From an optimization exercise on the open Yosys and OpenROAD flow, aimed at small area and a short achievable clock period; shortcuts taken in it are not production practice. The RTL was checked by simulation tests, not by an equivalence proof against the original design. No activity file was given, so power comes from the tool's default toggle rates.

### design/flow/design.v
package cpu6_pkg;
    typedef logic [7:0]  byte_t;         
    typedef logic [15:0] word_addr_t;    
    typedef logic [18:0] phys_addr_t;    
    typedef logic [55:0] micro_word_t;
    typedef logic [2:0]  page_base_t;
    typedef logic [3:0]  dp_sel_t;       
    typedef logic [2:0]  strobe3_t;      
    typedef logic [1:0]  strobe2_t;      
    localparam micro_word_t micro_nop = '0;
    localparam int d2d3_lsb           = 0;
    localparam int e6_lsb             = 4;
    localparam int k11_lsb            = 7;
    localparam int h11_lsb            = 10;
    localparam int e7_lsb             = 13;
    localparam int constant_lsb       = 16;   
    localparam int reg_low_select_bit = 53;
    localparam strobe3_t e6_load_result    = 3'd1;
    localparam strobe3_t e6_load_index     = 3'd2;
    localparam strobe3_t e6_load_page_base = 3'd4;
    localparam strobe3_t e6_mar_from_war   = 3'd5;
    localparam strobe3_t h11_war_high = 3'd3;
    localparam strobe3_t h11_war_inc  = 3'd4;
    localparam strobe3_t h11_mar_inc  = 3'd5;
    localparam strobe3_t h11_swap     = 3'd7;
    localparam strobe3_t k11_reg_write  = 3'd4;
    localparam strobe3_t k11_page_write = 3'd5;
    localparam strobe3_t k11_war_low    = 3'd6;
    localparam strobe3_t k11_bus_write  = 3'd7;
    localparam strobe2_t e7_bus_read = 2'd3;
endpackage
module micro_word_register
(
    input  logic        clock,
    input  logic        reset,
    input  cpu6_pkg::micro_word_t micro_in,
    output cpu6_pkg::dp_sel_t     dp_sel,
    output cpu6_pkg::strobe3_t    e6,
    output cpu6_pkg::strobe3_t    h11,
    output cpu6_pkg::strobe3_t    k11,
    output cpu6_pkg::strobe2_t    e7,
    output cpu6_pkg::byte_t       constant,
    output logic        reg_low_select
);
    cpu6_pkg::micro_word_t pipeline_word;
    always_ff @(posedge clock or posedge reset) begin
        if (reset) begin
            pipeline_word <= cpu6_pkg::micro_nop;
        end else begin
            pipeline_word <= micro_in;
        end
    end
    assign dp_sel = pipeline_word[cpu6_pkg::d2d3_lsb +: 4];
    assign e6  = pipeline_word[cpu6_pkg::e6_lsb +: 3];
    assign h11 = pipeline_word[cpu6_pkg::h11_lsb +: 3];
    assign k11 = pipeline_word[cpu6_pkg::k11_lsb +: 3];
    assign e7  = pipeline_word[cpu6_pkg::e7_lsb +: 2];
    assign constant = ~pipeline_word[cpu6_pkg::constant_lsb +: 8];
    assign reg_low_select = pipeline_word[cpu6_pkg::reg_low_select_bit];
endmodule
module data_path
(
    input  logic       clock,
    input  logic       reset,
    input  cpu6_pkg::dp_sel_t    dp_sel,
    input  cpu6_pkg::strobe3_t   e6,
    input  cpu6_pkg::strobe3_t   h11,
    input  cpu6_pkg::strobe3_t   k11,
    input  cpu6_pkg::byte_t      constant,
    input  logic       reg_low_select,
    input  cpu6_pkg::word_addr_t memory_address,
    input  cpu6_pkg::byte_t      bus_read_value,
    output cpu6_pkg::byte_t      f_bus,
    output cpu6_pkg::byte_t      result_value,
    output cpu6_pkg::page_base_t page_base
);
    cpu6_pkg::byte_t d_bus;
    cpu6_pkg::byte_t swap_value;
    cpu6_pkg::byte_t index_value;
    cpu6_pkg::byte_t reg_addr;
    cpu6_pkg::byte_t reg_read_value;
    cpu6_pkg::byte_t reg_file [0:255];
    assign reg_addr = {index_value[7:1], ~(reg_low_select | index_value[0])};
    assign reg_read_value = reg_file[reg_addr];
    always_comb begin
        case (dp_sel)
            4'd0, 4'd4: d_bus = swap_value;
            4'd1, 4'd5: d_bus = reg_read_value;
            4'd2, 4'd6: d_bus = {~memory_address[15:12], memory_address[11:8]};   
            4'd3, 4'd7: d_bus = memory_address[7:0];
            4'd10:      d_bus = bus_read_value;    
            4'd13:      d_bus = constant;          
            default:    d_bus = '0;
        endcase
    end
    assign f_bus = d_bus;
    always_ff @(posedge clock or posedge reset) begin
        if (reset) begin
            result_value <= '0;
            index_value  <= '0;
            page_base    <= '0;
        end else begin
            case (e6)
                cpu6_pkg::e6_load_result:    result_value <= f_bus;
                cpu6_pkg::e6_load_index:     index_value  <= f_bus;
                cpu6_pkg::e6_load_page_base: page_base    <= f_bus[3-1:0];
                default: ;
            endcase
        end
    end
    always_ff @(posedge clock or posedge reset) begin
        if (reset) begin
            swap_value <= '0;
        end else if (h11 == cpu6_pkg::h11_swap) begin
            swap_value <= {d_bus[3:0], d_bus[7:4]};
        end
    end
    always_ff @(posedge clock) begin
        if (k11 == cpu6_pkg::k11_reg_write) begin
            reg_file[reg_addr] <= result_value;
        end
    end
endmodule
module address_unit
(
    input  logic       clock,
    input  logic       reset,
    input  cpu6_pkg::strobe3_t   e6,
    input  cpu6_pkg::strobe3_t   h11,
    input  cpu6_pkg::strobe3_t   k11,
    input  cpu6_pkg::byte_t      result_value,
    input  cpu6_pkg::page_base_t page_base,
    output cpu6_pkg::word_addr_t memory_address,
    output cpu6_pkg::phys_addr_t address
);
    cpu6_pkg::word_addr_t work_address;
    cpu6_pkg::word_addr_t war_next;
    cpu6_pkg::word_addr_t mar_next;
    cpu6_pkg::byte_t      war_high_src;
    cpu6_pkg::byte_t      war_low_src;
    cpu6_pkg::byte_t      page_index;
    cpu6_pkg::byte_t      page_entry;
    cpu6_pkg::byte_t page_table [0:255];
    assign war_high_src = (e6 == cpu6_pkg::e6_mar_from_war) ? memory_address[15:8] : result_value;
    assign war_low_src  = (e6 == cpu6_pkg::e6_mar_from_war) ? memory_address[7:0] : result_value;
    always_comb begin
        war_next = work_address;
        case (h11)
            cpu6_pkg::h11_war_inc:  war_next = work_address + 16'd1;
            cpu6_pkg::h11_war_high: war_next[15:8] = war_high_src;
            default: ;
        endcase
        if (k11 == cpu6_pkg::k11_war_low) begin
            war_next[7:0] = war_low_src;
        end
    end
    always_comb begin
        if (h11 == cpu6_pkg::h11_mar_inc) begin
            mar_next = memory_address + 16'd1;   
        end else if (e6 == cpu6_pkg::e6_mar_from_war) begin
            mar_next = work_address;
        end else begin
            mar_next = memory_address;
        end
    end
    always_ff @(posedge clock or posedge reset) begin
        if (reset) begin
            work_address   <= '0;
            memory_address <= '0;
        end else begin
            work_address   <= war_next;
            memory_address <= mar_next;
        end
    end
    assign page_index = {memory_address[15:11], page_base};
    always_ff @(posedge clock or posedge reset) begin
        if (reset) begin
            for (int i = 0; i < 256; i++) begin
                page_table[i] <= '0;
            end
        end else if (k11 == cpu6_pkg::k11_page_write) begin
            page_table[page_index] <= result_value;
        end
    end
    assign page_entry = page_table[page_index];
    assign address = {page_entry, memory_address[10:0]};
endmodule
module bus_interface
(
    input  logic     clock,
    input  logic     reset,
    input  cpu6_pkg::strobe2_t e7,
    input  cpu6_pkg::strobe3_t k11,
    input  cpu6_pkg::byte_t    data_in,
    input  cpu6_pkg::byte_t    f_bus,
    output cpu6_pkg::byte_t    bus_read_value,
    output cpu6_pkg::byte_t    data_out,
    output logic     write_en
);
    logic write_delayed;   
    always_ff @(posedge clock or posedge reset) begin
        if (reset) begin
            bus_read_value <= '0;
        end else if (e7 == cpu6_pkg::e7_bus_read) begin
            bus_read_value <= data_in;
        end
    end
    always_ff @(posedge clock or posedge reset) begin
        if (reset) begin
            data_out      <= '0;
            write_delayed <= 1'b0;
            write_en      <= 1'b0;
        end else begin
            write_en      <= write_delayed;   
            write_delayed <= (k11 == cpu6_pkg::k11_bus_write);
            if (k11 == cpu6_pkg::k11_bus_write) begin
                data_out <= f_bus;
            end
        end
    end
endmodule
module cpu6_mmu
(
    input  logic        clock,
    input  logic        reset,
    input  cpu6_pkg::micro_word_t micro_in,
    input  cpu6_pkg::byte_t       data_in,
    output cpu6_pkg::phys_addr_t  address,
    output logic        write_en,
    output cpu6_pkg::byte_t       data_out
);
    cpu6_pkg::dp_sel_t  dp_sel;
    cpu6_pkg::strobe3_t e6;
    cpu6_pkg::strobe3_t h11;
    cpu6_pkg::strobe3_t k11;
    cpu6_pkg::strobe2_t e7;
    cpu6_pkg::byte_t    constant;
    logic     reg_low_select;
    cpu6_pkg::byte_t      f_bus;
    cpu6_pkg::byte_t      result_value;
    cpu6_pkg::page_base_t page_base;
    cpu6_pkg::word_addr_t memory_address;
    cpu6_pkg::byte_t      bus_read_value;
    micro_word_register u_micro_word_register (
        .clock          (clock),
        .reset          (reset),
        .micro_in       (micro_in),
        .dp_sel         (dp_sel),
        .e6             (e6),
        .h11            (h11),
        .k11            (k11),
        .e7             (e7),
        .constant       (constant),
        .reg_low_select (reg_low_select)
    );
    data_path u_data_path (
        .clock          (clock),
        .reset          (reset),
        .dp_sel         (dp_sel),
        .e6             (e6),
        .h11            (h11),
        .k11            (k11),
        .constant       (constant),
        .reg_low_select (reg_low_select),
        .memory_address (memory_address),
        .bus_read_value (bus_read_value),
        .f_bus          (f_bus),
        .result_value   (result_value),
        .page_base      (page_base)
    );
    address_unit u_address_unit (
        .clock          (clock),
        .reset          (reset),
        .e6             (e6),
        .h11            (h11),
        .k11            (k11),
        .result_value   (result_value),
        .page_base      (page_base),
        .memory_address (memory_address),
        .address        (address)
    );
    bus_interface u_bus_interface (
        .clock          (clock),
        .reset          (reset),
        .e7             (e7),
        .k11            (k11),
        .data_in        (data_in),
        .f_bus          (f_bus),
        .bus_read_value (bus_read_value),
        .data_out       (data_out),
        .write_en       (write_en)
    );
endmodule
### design/flow/run.sh
#!/bin/bash
# synth_recipe.tcl (not shown) runs the flow's synth.tcl, then flattens the netlist and writes it again
# the make line also repeats each setting of config.mk as NAME=value (left out here)
make -C /OpenROAD-flow-scripts/flow DESIGN_CONFIG=/design/flow/config.mk WORK_HOME=/design/flow/orfs CLKGATE_MAP_FILE= SYNTH_SCRIPT=/design/flow/synth_recipe.tcl finish
### design/flow/config.mk
export PLATFORM = sky130hd
export DESIGN_NAME = cpu6_mmu
export DESIGN_NICKNAME = cpu6_mmu
export VERILOG_FILES = /design/flow/design.v
export SDC_FILE = /design/flow/constraint.sdc
export NUM_CORES = 4
export LEC_CHECK = 0
export CAP_MARGIN = 20
export CORE_MARGIN = 2
export CORE_UTILIZATION = 40
export SETUP_SLACK_MARGIN = 1.5
export SLEW_MARGIN = 20
### design/flow/constraint.sdc
create_clock -name core_clock -period 8.0 [get_ports {clock}]
set_input_delay 1.6000 -clock core_clock [delete_from_list [all_inputs] [get_ports {clock}]]
set_output_delay 1.6000 -clock core_clock [all_outputs]
set_load 0.01 [all_outputs]
==> notes.md <==
## per-layer routing
layer	vias to the layer above	share of wire [%]
met3	2711	16
met1	67880	37
met2	10880	39
li1	48700	-
met4	60	7.7
met5	-	0.30
## cells by family after synthesis
kind of cell,after synthesis,synth area share (%)
adder cells (fa/ha/maj),2,0.01422
XOR/XNOR,9,0.04482
buffers and inverters,928,2.379
AND/OR/NAND/NOR,2900,7.474
multiplexers,2407,15.84
AO/OA/AOI/OAI,2018,8.713
flip-flops,4197,65.54
## power breakdown
group / internal, mW / switching [mW] / leakage (nW)
combinational: 2.85 / 8.30 / 27.9
sequential: 24.2 / 1.01 / 48.0
clock: 11.7 / 9.08 / 7.00
## metrics by stage
stage	instance area [um^2]	utilization (%)	power (mW)
floorplan	175900	-	30.16
global placement	186400	42.57	35.20
detailed placement	186400	42.58	35.29
CTS	204300	46.66	56.31
global route	205600	46.95	57.93
finish	205800	47.00	57.16
## flip-flops by register name, summed over array words and instances (netlist names), 16 cells and up
name / count
u_address_unit.page_table: 2048
u_address_unit.work_address: 16
u_micro_word_register.pipeline_word: 24
u_data_path.reg_file: 2048
u_address_unit.memory_address: 16
## cell type report
cell class,count,share of cell area (%)
repair buffers,910,4.413
diodes,91,0.1107
flip-flops and latches,4197,56.06
clock buffers,628,5.995
clock inverters,180,0.9699
inverters,14,0.02736
well taps,5757,3.501
multi-input cells,7341,28.92
## final timing paths
kind                       slack, ps  cells past startpoint                                            end                                              start
max reg2reg                     2190                     11           u_data_path.page_base[1]$_DFFE_PP0N_  u_micro_word_register.pipeline_word[53]$_DFF_PP0_
min reg2reg                      360                      0             u_bus_interface.write_en$_DFF_PP0_            u_bus_interface.write_delayed$_DFF_PP0_
max                             1210                     13                                    address[17]      u_address_unit.memory_address[11]$_DFFE_PP0P_
max in group asynchronous       4900                      4   u_address_unit.page_table[56][2]$_DFFE_PP0P_                                              reset
min in group asynchronous       1130                      2  u_address_unit.page_table[174][6]$_DFFE_PP0P_                                              reset
min                              360                      0             u_bus_interface.write_en$_DFF_PP0_            u_bus_interface.write_delayed$_DFF_PP0_
## cell usage in the layout, fill, tap and decap left out, drive strengths merged, types with 34 or more instances in the layout
cell              n
a211oi          135
a21oi           119
a221oi          111
a222oi           34
a22o            115
a22oi           615
a31oi           155
a32o             45
a32oi           239
buf             838
clkbuf          635
clkdlybuf4s50    53
clkinv          134
dfrtp          2149
diode            91
edfxtp         2048
mux2           2072
mux2i           241
mux4             94
nand2          1337
nand3           404
nand4           101
nor2            644
nor3             82
nor3b            83
nor4             84
o21a             37
o21ai            65
o22ai           171
## what timing repair did
item	CTS	global route
endpoints found under the setup margin	8	8
gates resized for setup	368	116
pin swaps	82	59
gates cloned	14	6
setup buffers	135	50
hold buffers	0	0
==> run_results.csv <==
group,metric,value,unit
clocking,cts_buffers,438,
yosys,synthFlopType,"dfrtp_1",
routing,ant_nets,0,
yosys,yosysMostFrequentCell,"dfrtp_1",
global_routing,grt_overflow,0,
clocking,clk_latency,1070,ps
layout,multi_input_area,0.05951,mm^2
yosys,synth_fp_nets,12530,
yosys,synth_edf_count,2048,
clocking,root_buffer,"clkbuf_16",
critical_path,cp-end-kind,"primary output",
sta,finClkSkew,88.73,ps
sta,slew-limit-headroom,4.468,%
floorplan,rows,243,
layout,syn2layout_area_growth,16.98,%
critical_path,crit_required,6400,ps
sta,hold-worst-slack,355.2,ps
yosys,synth.ff_latch_count,4197,
clocking,clock_path_buffers,4,
layout,fin_cells,19120,
yosys,syn_area_per_cell,14.12,um^2
sta,hold_violations,0,
flow_run,maxCapViolCount,0,
clocking,h-tree-depth,5,
critical_path,cp_top_family,"simple AND/OR/NAND/NOR gates",
yosys,ys_top_cells_by_area,"edfxtp_1 35%, dfrtp_1 31%, mux2_2 13%",
sta,finalCritPeriodShare,84.86,%
global_routing,antenna_found_initial,88,
floorplan,die_area,0.4451,mm^2
floorplan,die_h,667.1,um
yosys,seq_area_frac_synth,65.54,%
pwr,p_per_area,277.8,mW/mm^2
placed_design,dp.cells,18010,
floorplan,boundaryPins,94,
routing,vias,130200,
run_status,outcome,"complete, no violations",
global_routing,grt_pass1_wl,1094,mm
critical_path,critPathKind,"reg -> out",
placed_design,pre_cts_slack,941.4,ps
routing,first_iter_violations,22550,
global_routing,grt_busiest_layer,"met2",
global_routing,grt_pass1_vias,118600,
routing,routedWlPerCell,43.71,um
routing,drtPass1Iterations,10,
yosys,netlist-cell-type-count,90,
hold_path,hp-class,"reg -> reg",
sta,drv_slew,0,
floorplan,initial_core_util,40.18,%
floorplan,fp.dieW,667.1,um
sta,setup_ws,1211,ps
global_routing,grt_usage,36.45,%
sta,rsz0062_at_grt,"yes",
global_routing,grt_max_degree,192,
sta,tightest_slew,1433,ps
floorplan,core,0.4378,mm^2
layout,fin_nets,12970,
sta,finalSetupViolations,0,
sta,setup_tns,0,ps
yosys,synth_area,0.1759,mm^2
placed_design,hpwl,543.5,mm
layout,final-seq-area,0.1154,mm^2
sta,timing.fmax,147.3,MHz
layout,fill_cells,38270,
global_routing,grt_use_met1,46.43,%
critical_path,slowest_stage,"dfrtp_4",
critical_path,path_buf_inv,5,
critical_path,start_kind,"register",
critical_path,cp_data_arrival_time,5190,ps
pwr,irDropWorstVdd,270.4,uV
critical_path,cpPeakStageDelay,580,ps
routing,drc,0,
yosys,synth_top_area_share,34.96,%
critical_path,crit_chain,"buf_4 > buf_12 > and4b_4 > buf_12 > buf_4 > a22o_1 > a21oi_4 > o22ai_1 > nor3_4 > nand3_2 > nor3_2 > a31oi_4 > clkdlybuf4s15_2",
yosys,yosys.area.top_type,"edfxtp_1",
clocking,clk_pin_slew,60,ps
placed_design,gp_congestion,1.116,
clocking,cts.sinks,4197,
layout,drive_gt1_share,31.64,%
yosys,async_reset_ff_share,51.20,%
yosys,syn_inst,12460,
pwr,leakagePower,82.91,nW
yosys,yosysWarnings,5,
critical_path,crit_path_max_fanout,10,
yosys,synth_top_cells_by_count,"2149 x dfrtp_1, 2072 x mux2_2, 2048 x edfxtp_1",
clocking,cts_tree,"built",
routing,wl,835.7,mm
global_routing,met2_usage,48.12,%
global_routing,use_met3,19.28,%
routing,drt-vias-per-instance,6.812,
placed_design,port_buffers,61,
sta,period_minus_slack,6789,ps

[port drivers added, routing unchanged]
The flow's constraints put no driver on any port. The routed layout listed below was extracted and timed again, unchanged, in two steps.
Step 1 (the two cells are an assumption about what drives the block):
set clk [get_ports {clock}]
set_driving_cell -lib_cell sky130_fd_sc_hd__clkbuf_16 $clk
set_driving_cell -lib_cell sky130_fd_sc_hd__buf_2 [delete_from_list [all_inputs] $clk]
Step 2 times the ports against the registers' clock, not the clock port: input delays grow and output delays shrink by t, the midpoint of the rising clock arrivals with the driver on.
Three values: ideal, step 1, step 2; two values: the first two.
t (ns): 1.123
setup slack, ns: 1.211 / 1.101 / 2.195
clock arrival spread, ns: 0.107 / 0.107
After both steps setup and hold are still met in this run. The setup slack of this run moves by -0.110 ns with the drivers and by +0.984 ns with both steps.
